Context: an optimization exercise on an open-source flow, tuned for small area. The choices shown serve that exercise and are no tape-out recipe.
In this exercise RTL edits were held to simulation tests only and were not proved equivalent to the original.
Power and IR drop assume default switching activity.

Setup of job 8393:
// fpga_rt_wrapper
module fpga_rt_wrapper (
    input  logic                   core_clk,
    input  logic                   hwif_out,
    input  logic                   awvalid,
    output logic                   awready,
    input  fpga_rt_pkg::addr_t     awaddr,
    input  logic                   wvalid,
    output logic                   wready,
    input  fpga_rt_pkg::data_t     wdata,
    input  fpga_rt_pkg::strb_t     wstrb,
    output logic                   bvalid,
    input  logic                   bready,
    output fpga_rt_pkg::resp_t     bresp,
    input  logic                   arvalid,
    output logic                   arready,
    input  fpga_rt_pkg::addr_t     araddr,
    output logic                   rvalid,
    input  logic                   rready,
    output fpga_rt_pkg::data_t     rdata,
    output fpga_rt_pkg::resp_t     rresp,
    output logic                   core_pwrgood,
    output logic                   core_rst_b,
    output fpga_rt_pkg::data_t     generic_input,
    input  logic [7:0]             core_status,
    input  fpga_rt_pkg::data_t     generic_output,
    input  logic                   log_char_valid,
    input  fpga_rt_pkg::log_char_t log_char,
    input  logic                   etrng_req,
    output fpga_rt_pkg::nibble_t   itrng_data,
    output logic                   itrng_valid
);
==> flow/config.mk <==
export PLATFORM = sky130hd
export DESIGN_NAME = fpga_rt_wrapper
export DESIGN_NICKNAME = fpga_rt_wrapper
export VERILOG_FILES = /design/flow/design.v
export SDC_FILE = /design/flow/constraint.sdc
export NUM_CORES = 4
export LEC_CHECK = 0
export CAP_MARGIN = 20
export CORE_MARGIN = 2
export CORE_UTILIZATION = 65
export PLACE_DENSITY = 0.85
export SLEW_MARGIN = 20
==> flow/constraint.sdc <==
create_clock -name core_clock -period 6.0 [get_ports {core_clk}]
set_input_delay 1.2000 -clock core_clock [delete_from_list [all_inputs] [get_ports {core_clk}]]
set_output_delay 1.2000 -clock core_clock [all_outputs]
set_load 0.01 [all_outputs]
standard.sh (not shown) runs the stock make flow with config.mk's settings and CLKGATE_MAP_FILE= SYNTH_SCRIPT=/design/flow/synth_recipe.tcl, a recipe that flattens the netlist after the stock synthesis.
==> flow/flow/run.sh <==
#!/bin/bash
# Standard synthesis with an area-oriented ABC script in place of ORFS's
# speed script (registers are untouched), then the standard layout with
# small port buffers and a clock tree of fewer, larger sink clusters and
# no dummy loads. Each tool's output goes to a log file of its own here.
set -euo pipefail
rm -rf scripts_abc
cp -r "$FLOW_HOME/scripts" scripts_abc
cp flow/abc_area.script scripts_abc/abc_speed.script
bash standard.sh synth SCRIPTS_DIR="$PWD/scripts_abc" > synth.log 2>&1
export BUFFER_PORTS_ARGS="-buffer_cell sky130_fd_sc_hd__buf_1"
export RECOVER_POWER=100
export CTS_ARGS="-sink_clustering_enable -repair_clock_nets -dont_use_dummy_load -buf_list sky130_fd_sc_hd__clkbuf_8 -sink_clustering_size 17 -sink_clustering_max_diameter 80"
bash standard.sh finish > layout.log 2>&1
==> flow/flow/abc_area.script <==
strash
balance
rewrite
refactor
balance
rewrite
rewrite -z
balance
refactor -z
rewrite -z
balance
balance
rewrite
refactor
balance
rewrite
rewrite -z
balance
refactor -z
rewrite -z
balance
dch -f
amap -F 10 -A 30
topo
[job 8393] flow finished | final checks: failed | reasons: capacitance limit, slew limit
Input changes introduced in job 7135 (baseline for comparison: job 8393):
-- flow/flow/run.sh --
<<< job 8393, line 10
bash standard.sh synth SCRIPTS_DIR="$PWD/scripts_abc" > synth.log 2>&1
export BUFFER_PORTS_ARGS="-buffer_cell sky130_fd_sc_hd__buf_1"
export RECOVER_POWER=100
export CTS_ARGS="-sink_clustering_enable -repair_clock_nets -dont_use_dummy_load -buf_list sky130_fd_sc_hd__clkbuf_8 -sink_clustering_size 17 -sink_clustering_max_diameter 80"
bash standard.sh finish > layout.log 2>&1
>>> job 7135, line 10
bash standard.sh synth SCRIPTS_DIR="$PWD/scripts_abc" > synth.log 2>&1
export BUFFER_PORTS_ARGS="-buffer_cell sky130_fd_sc_hd__buf_1"
export CTS_ARGS="-sink_clustering_enable -repair_clock_nets -dont_use_dummy_load -buf_list sky130_fd_sc_hd__clkbuf_8 -sink_clustering_size 17 -sink_clustering_max_diameter 80"
bash standard.sh finish > layout.log 2>&1
## What came out
Relative to job 8393, endpoint required time on the critical path increased by 0.29 ns in job 7135.
Looking at utilization after layout, job 7135 sits 0.35 points above job 8393.
Job 7135: done, clean on timing, DRC and antenna
Comparing job 8393 with job 7135, the fraction of standard cell area in multi-input logic came out essentially unchanged.
For job 1439, these inputs were changed with respect to job 7135:
Settings: clearing PLACE_DENSITY, which used to be 0.85; swapping 65 for 40 in CORE_UTILIZATION.
[summary]
Comparing cell count along the critical path for job 1439 and job 7135, the smaller number came from job 1439. Job 1439 vs job 7135: area of the core up by more than half. Job 1439 | stages: all done | timing, DRC, antenna: all pass. [compare] base=job 7135 new=job 1439: global-route wire length before repair increased 5000 um, final cell utilization of the core saw a decrease, overall routed net length went up by about 9%, non-clock buffer total of the final layout now larger, smallest setup slack after layout up 0.26 ns. Job 7135 has a higher global-route track usage on met1 than job 1439. On maximum cell stage delay along the critical path: job 1439 sits below job 7135.

== exp/cedar ==
fpga_rt_wrapper, a different RTL version from the one above (not shown whole).
Size in the first run: ~1500 cells after synthesis, roughly 240 I/O pins, ~24000 sq um of cells after synthesis.
==> flow/config.mk <==
export PLATFORM = sky130hd
export DESIGN_NAME = fpga_rt_wrapper
export DESIGN_NICKNAME = fpga_rt_wrapper
export VERILOG_FILES = /design/flow/design.v
export SDC_FILE = /design/flow/constraint.sdc
export NUM_CORES = 4
export LEC_CHECK = 0
export CAP_MARGIN = 20
export CORE_MARGIN = 2
export CORE_UTILIZATION = 40
export CTS_BUF_LIST = sky130_fd_sc_hd__clkbuf_4
export SLEW_MARGIN = 20
==> flow/constraint.sdc <==
create_clock -name core_clock -period 6.0 [get_ports {core_clk}]
set_input_delay 1.2000 -clock core_clock [delete_from_list [all_inputs] [get_ports {core_clk}]]
set_output_delay 1.2000 -clock core_clock [all_outputs]
set_load 0.01 [all_outputs]
run.sh (not shown) runs the stock make flow with config.mk's settings and CLKGATE_MAP_FILE= SYNTH_SCRIPT=/design/flow/synth_recipe.tcl, a recipe that flattens the netlist after the stock synthesis.
Stock flow here: none of the scripts above is used.
exp/cedar finished all stages; the layout is clean.
diff inputs: exp/cedar => exp/quartz
# exp/cedar
export LEC_CHECK = 0
export CAP_MARGIN = 20
export CORE_MARGIN = 2
export CORE_UTILIZATION = 40
export CTS_BUF_LIST = sky130_fd_sc_hd__clkbuf_4
export SLEW_MARGIN = 20
create_clock -name core_clock -period 6.0 [get_ports {core_clk}]
# exp/quartz
export LEC_CHECK = 0
export CAP_MARGIN = 0
export CORE_MARGIN = 2
export CORE_UTILIZATION = 40
export GPL_TIMING_DRIVEN = 0
export SLEW_MARGIN = 0
create_clock -name core_clock -period 6.0 [get_ports {core_clk}]
==> flow/flow/run.sh (new file) <==
#!/bin/bash
# Standard synthesis with an area-oriented ABC script in place of ORFS's
# speed script (registers are untouched), then the standard layout with
# small port buffers and a clock tree of fewer, larger sink clusters and
# no dummy loads. Each tool's output goes to a log file of its own here.
set -euo pipefail
rm -rf scripts_abc
cp -r "$FLOW_HOME/scripts" scripts_abc
cp flow/abc_area.script scripts_abc/abc_speed.script
bash standard.sh synth SCRIPTS_DIR="$PWD/scripts_abc" > synth.log 2>&1
export BUFFER_PORTS_ARGS="-buffer_cell sky130_fd_sc_hd__buf_1"
export CTS_ARGS="-sink_clustering_enable -repair_clock_nets -dont_use_dummy_load -buf_list sky130_fd_sc_hd__clkbuf_8 -sink_clustering_size 16 -sink_clustering_max_diameter 60"
bash standard.sh finish > layout.log 2>&1
==> flow/flow/abc_area.script (new file) <==
strash
balance
rewrite
refactor
balance
rewrite
rewrite -z
balance
refactor -z
rewrite -z
balance
balance
rewrite
refactor
balance
rewrite
rewrite -z
balance
refactor -z
rewrite -z
balance
dch
amap -F 10 -A 30
topo
==> flow/standard.sh (new file) <==
#!/bin/bash
# synth_recipe.tcl (not shown) runs the flow's synth.tcl, then flattens the netlist and writes it again
# the make line also repeats each setting of config.mk as NAME=value (left out here)
make -C /OpenROAD-flow-scripts/flow DESIGN_CONFIG=/design/flow/config.mk WORK_HOME=/design/flow/orfs CLKGATE_MAP_FILE= SYNTH_SCRIPT=/design/flow/synth_recipe.tcl "${@:-finish}"
removed: flow/run.sh
### Flow results
- Worst slew slack as a fraction of its limit: exp/quartz < exp/cedar
- Per the comparison of exp/quartz with exp/cedar, cell count grew by 1.1%; total global-route track usage grew by 0.93 points.
- | combinational logic power | exp/quartz vs exp/cedar | about 36% lower |
- Per the comparison of exp/quartz with exp/cedar, clock insertion delay at the later pin of the skew report saw a decrease; worst setup slack lower; sequential-to-total area share from yosys stat rose by 3.0 points; xor and xnor area share after synthesis -2.7 points; routed wire length moved up.
- Area after synthesis, exp/quartz and exp/cedar: larger value in exp/cedar
#### Input delta (exp/umber over exp/quartz)
# exp/quartz
export LEC_CHECK = 0
export CAP_MARGIN = 0
export CORE_MARGIN = 2
export CORE_UTILIZATION = 40
export GPL_TIMING_DRIVEN = 0
export SLEW_MARGIN = 0
create_clock -name core_clock -period 6.0 [get_ports {core_clk}]
# exp/umber
export LEC_CHECK = 0
export CAP_MARGIN = 20
export CORE_MARGIN = 2
export CORE_UTILIZATION = 60
export SLEW_MARGIN = 20
create_clock -name core_clock -period 6.0 [get_ports {core_clk}]
==> comparison <==
Diff exp/quartz -> exp/umber: die area has decreased, final period demand of the worst path decreased 1.31 ns, worst slack at placement +0.98 ns, first-pass GRT wire length went down 5.7 mm. The run showing the smaller buffering overhead is exp/umber. For the core outline area, exp/umber came in about 34% lower than exp/quartz did. exp/quartz reports its top routing layer in use as met5 while exp/umber reports met4.
Input changes introduced in exp/lagoon (baseline for comparison: exp/umber):
# exp/umber
export LEC_CHECK = 0
export CAP_MARGIN = 20
export CORE_MARGIN = 2
export CORE_UTILIZATION = 60
export SLEW_MARGIN = 20
create_clock -name core_clock -period 6.0 [get_ports {core_clk}]
# exp/lagoon
export LEC_CHECK = 0
export CAP_MARGIN = 20
export CORE_MARGIN = 2
export CORE_UTILIZATION = 40
export SLEW_MARGIN = 20
create_clock -name core_clock -period 6.0 [get_ports {core_clk}]
==> flow/flow/run.sh <==
#!/bin/bash
# Standard layout, with smaller port buffers and a clock tree without
# dummy loads. Each tool's output goes to a log file of its own here.
set -euo pipefail
export BUFFER_PORTS_ARGS="-buffer_cell sky130_fd_sc_hd__buf_1"
export CTS_ARGS="-sink_clustering_enable -repair_clock_nets -dont_use_dummy_load -buf_list sky130_fd_sc_hd__clkbuf_4"
bash standard.sh synth > synth.log 2>&1
bash standard.sh finish > layout.log 2>&1
removed: flow/flow/abc_area.script
==> comparison <==
exp/umber -> exp/lagoon: maximum root-to-sink buffer count delta 0, exact match. exp/lagoon vs. exp/umber: total of clock buffers placed in the layout moved up, final critical-path share of the clock period moved down, average wire length per cell after detail routing moved down, first-iteration DRC count moved down. Sort exp/lagoon and exp/umber by maximum vdd drop desc -> top: exp/umber. Area growth from synthesis to layout: exp/lagoon vs exp/umber up 1.6 points. exp/lagoon ends up with a number of antenna violations at the first check in global routing that is 2 higher than in exp/umber. Diff exp/umber -> exp/lagoon | slew at the pin closest to its max-slew limit | increase of 0.045 ns. Compared with exp/umber, in exp/lagoon power increased by about 13% relative to the old numbers; clock network area share increased by 2.0 points relative to the old numbers.

fpga_rt_wrapper, a different RTL version from the one above (not shown whole).
Size: roughly 1,600 cells after synthesis, about 240 I/O pins, roughly 23,000 um^2 of cells after synthesis.
export LEC_CHECK = 0
export CAP_MARGIN = 20
export CORE_MARGIN = 2
export CORE_UTILIZATION = 65
export PLACE_DENSITY = 0.85
export SLEW_MARGIN = 20
create_clock -name core_clock -period 6.0 [get_ports {core_clk}]
standard.sh (not shown) runs the stock make flow with config.mk's settings and CLKGATE_MAP_FILE= SYNTH_SCRIPT=/design/flow/synth_recipe.tcl, a recipe that flattens the netlist after the stock synthesis.
==> flow/flow/run.sh <==
#!/bin/bash
# Standard synthesis with an area-oriented ABC script in place of ORFS's
# speed script (registers are untouched), then the standard layout with
# small port buffers and a clock tree of fewer, larger sink clusters and
# no dummy loads. Each tool's output goes to a log file of its own here.
set -euo pipefail
rm -rf scripts_abc
cp -r "$FLOW_HOME/scripts" scripts_abc
cp flow/abc_area.script scripts_abc/abc_speed.script
bash standard.sh synth SCRIPTS_DIR="$PWD/scripts_abc" > synth.log 2>&1
export BUFFER_PORTS_ARGS="-buffer_cell sky130_fd_sc_hd__buf_1"
export CTS_ARGS="-sink_clustering_enable -repair_clock_nets -dont_use_dummy_load -buf_list sky130_fd_sc_hd__clkbuf_8 -sink_clustering_size 17 -sink_clustering_max_diameter 80"
bash standard.sh finish > layout.log 2>&1
==> flow/flow/abc_area.script <==
strash
balance
rewrite
refactor
balance
rewrite
rewrite -z
balance
refactor -z
rewrite -z
balance
balance
rewrite
refactor
balance
rewrite
rewrite -z
balance
refactor -z
rewrite -z
balance
dch -f
amap -F 10 -A 30
topo
The starting point went through all stages and came out clean.
Next try:
--- a/flow/config.mk
+++ b/flow/config.mk
@@ -10,2 +10 @@
-export CORE_UTILIZATION = 65
-export PLACE_DENSITY = 0.85
+export CORE_UTILIZATION = 40
Outcome: Setup slack gets better by 0.035 ns. Final area grows by 1.8%. Synthesized area does not change. Routed wire length climbs by 6.5%. Register-to-register slack is better by 0.05 ns. Cell count came out higher by 13%. Worst hold slack degrades by 0.015 ns. Power climbs by 1.3%. Clock-buffer cell count rises by 2. Global-route usage drops by 12 points.
Next try:
--- a/flow/flow/abc_area.script
+++ b/flow/flow/abc_area.script
@@ -22 +22 @@
-dch -f
+dch
What happened:
- The changed run ran to the end with no violations
- hold slack gets worse by 0.0045 ns
- non-clock buffer count came out higher by 1
- critical path depth does not change
- area after synthesis rose by 0.41%
- wire length is about the same
- setup slack is better by 0.12 ns

== v6 ==
Another version of the RTL of fpga_rt_wrapper (not shown whole).
Size: roughly 580 flip-flops, roughly 240 I/O pins, ~0.023 sq mm of cells after synthesis.
clock: 6.0 ns
lec_check: 0
cap_margin: 0
core_margin: 2
core_utilization: 40
slew_margin: 0
==> flow/flow/abc_area.script <==
strash
balance
rewrite
refactor
balance
rewrite
rewrite -z
balance
refactor -z
rewrite -z
balance
balance
rewrite
refactor
balance
rewrite
rewrite -z
balance
refactor -z
rewrite -z
balance
dch
amap -F 10 -A 30
topo
Scripts as last shown in full above: flow/flow/run.sh
For v7, these inputs were changed with respect to v6:
Settings: swapping 0 for 20 in CAP_MARGIN; swapping 0 for 20 in SLEW_MARGIN.
- From v7 to v6, final wirelength did not move at all.
- v6 and v7 ended up with roughly the same fraction of the core area covered by cells at the end of the flow.
- Summary of v7 over v6: fraction of synthesis flops using an asynchronous set or reset pin has remained practically unchanged; part of the power in combinational logic has remained practically unchanged; number of distinct library cells after synthesis has remained practically unchanged; length of routed met2 wiring has remained practically unchanged; via count of the first global-routing pass has remained practically unchanged.
- Diff v7..v6 | maximum fanout count along the critical path | unchanged
- Compared with v6, in v7 die area ~0 delta, total power about even.

## afterwards: timing with drivers on the ports
No port has a modelled driver above. Below, the same layouts with a new extraction and two added sets of constraints.
Step 1 assumes that a clkbuf_16 drives the clock port and a buf_2 every other input.
Step 2, shift: input delay + t, output delay - t, t = (earliest + latest rising clock arrival at the registers) / 2. This alone moves slack from input paths to output paths.
a / b / c = no drivers / after step 1 / after step 2; a / b = the first two.
run	t (ns)	slack for setup (ns)	hold slack, ns	worst setup path after step 2	worst register clock-pin slew, ns
job 8393	0.625	1.014 / 1.036 / 0.411	0.447 / 0.447 / 0.447	input to register	0.11 / 0.11
job 7135	0.618	1.727 / 1.727 / 1.283	0.448 / 0.448 / 0.448	input to register	0.11 / 0.11
job 1439	0.673	1.989 / 2.026 / 1.353	0.402 / 0.372 / 0.438	input to register	0.11 / 0.11
exp/cedar	1.012	2.212 / 2.185 / 1.321	0.189 / 0.171 / 0.497	input to register	0.08 / 0.08
exp/quartz	0.681	0.539 / 0.539 / 0.478	0.477 / 0.477 / 0.477	input to register	0.10 / 0.10
exp/umber	0.676	1.844 / 1.844 / 1.430	0.476 / 0.476 / 0.476	input to register	0.10 / 0.10
exp/lagoon	0.922	2.383 / 2.415 / 1.493	0.340 / 0.305 / 0.499	input to register	0.07 / 0.07
the first run of note 3	0.617	1.787 / 1.809 / 1.191	0.458 / 0.458 / 0.458	input to register	0.11 / 0.11
the second run of note 3	0.691	1.823 / 1.865 / 1.174	0.443 / 0.443 / 0.443	input to register	0.11 / 0.11
the third run of note 3	0.671	1.944 / 1.967 / 1.295	0.439 / 0.439 / 0.439	input to register	0.11 / 0.11
v6	0.664	2.149 / 2.185 / 1.521	0.455 / 0.455 / 0.455	input to register	0.11 / 0.11
v7	0.664	2.149 / 2.185 / 1.521	0.455 / 0.455 / 0.455	input to register	0.11 / 0.11
For exp/cedar, which loses most, drivers alone change the setup slack by -0.027 ns; drivers and shift together by -0.891 ns.
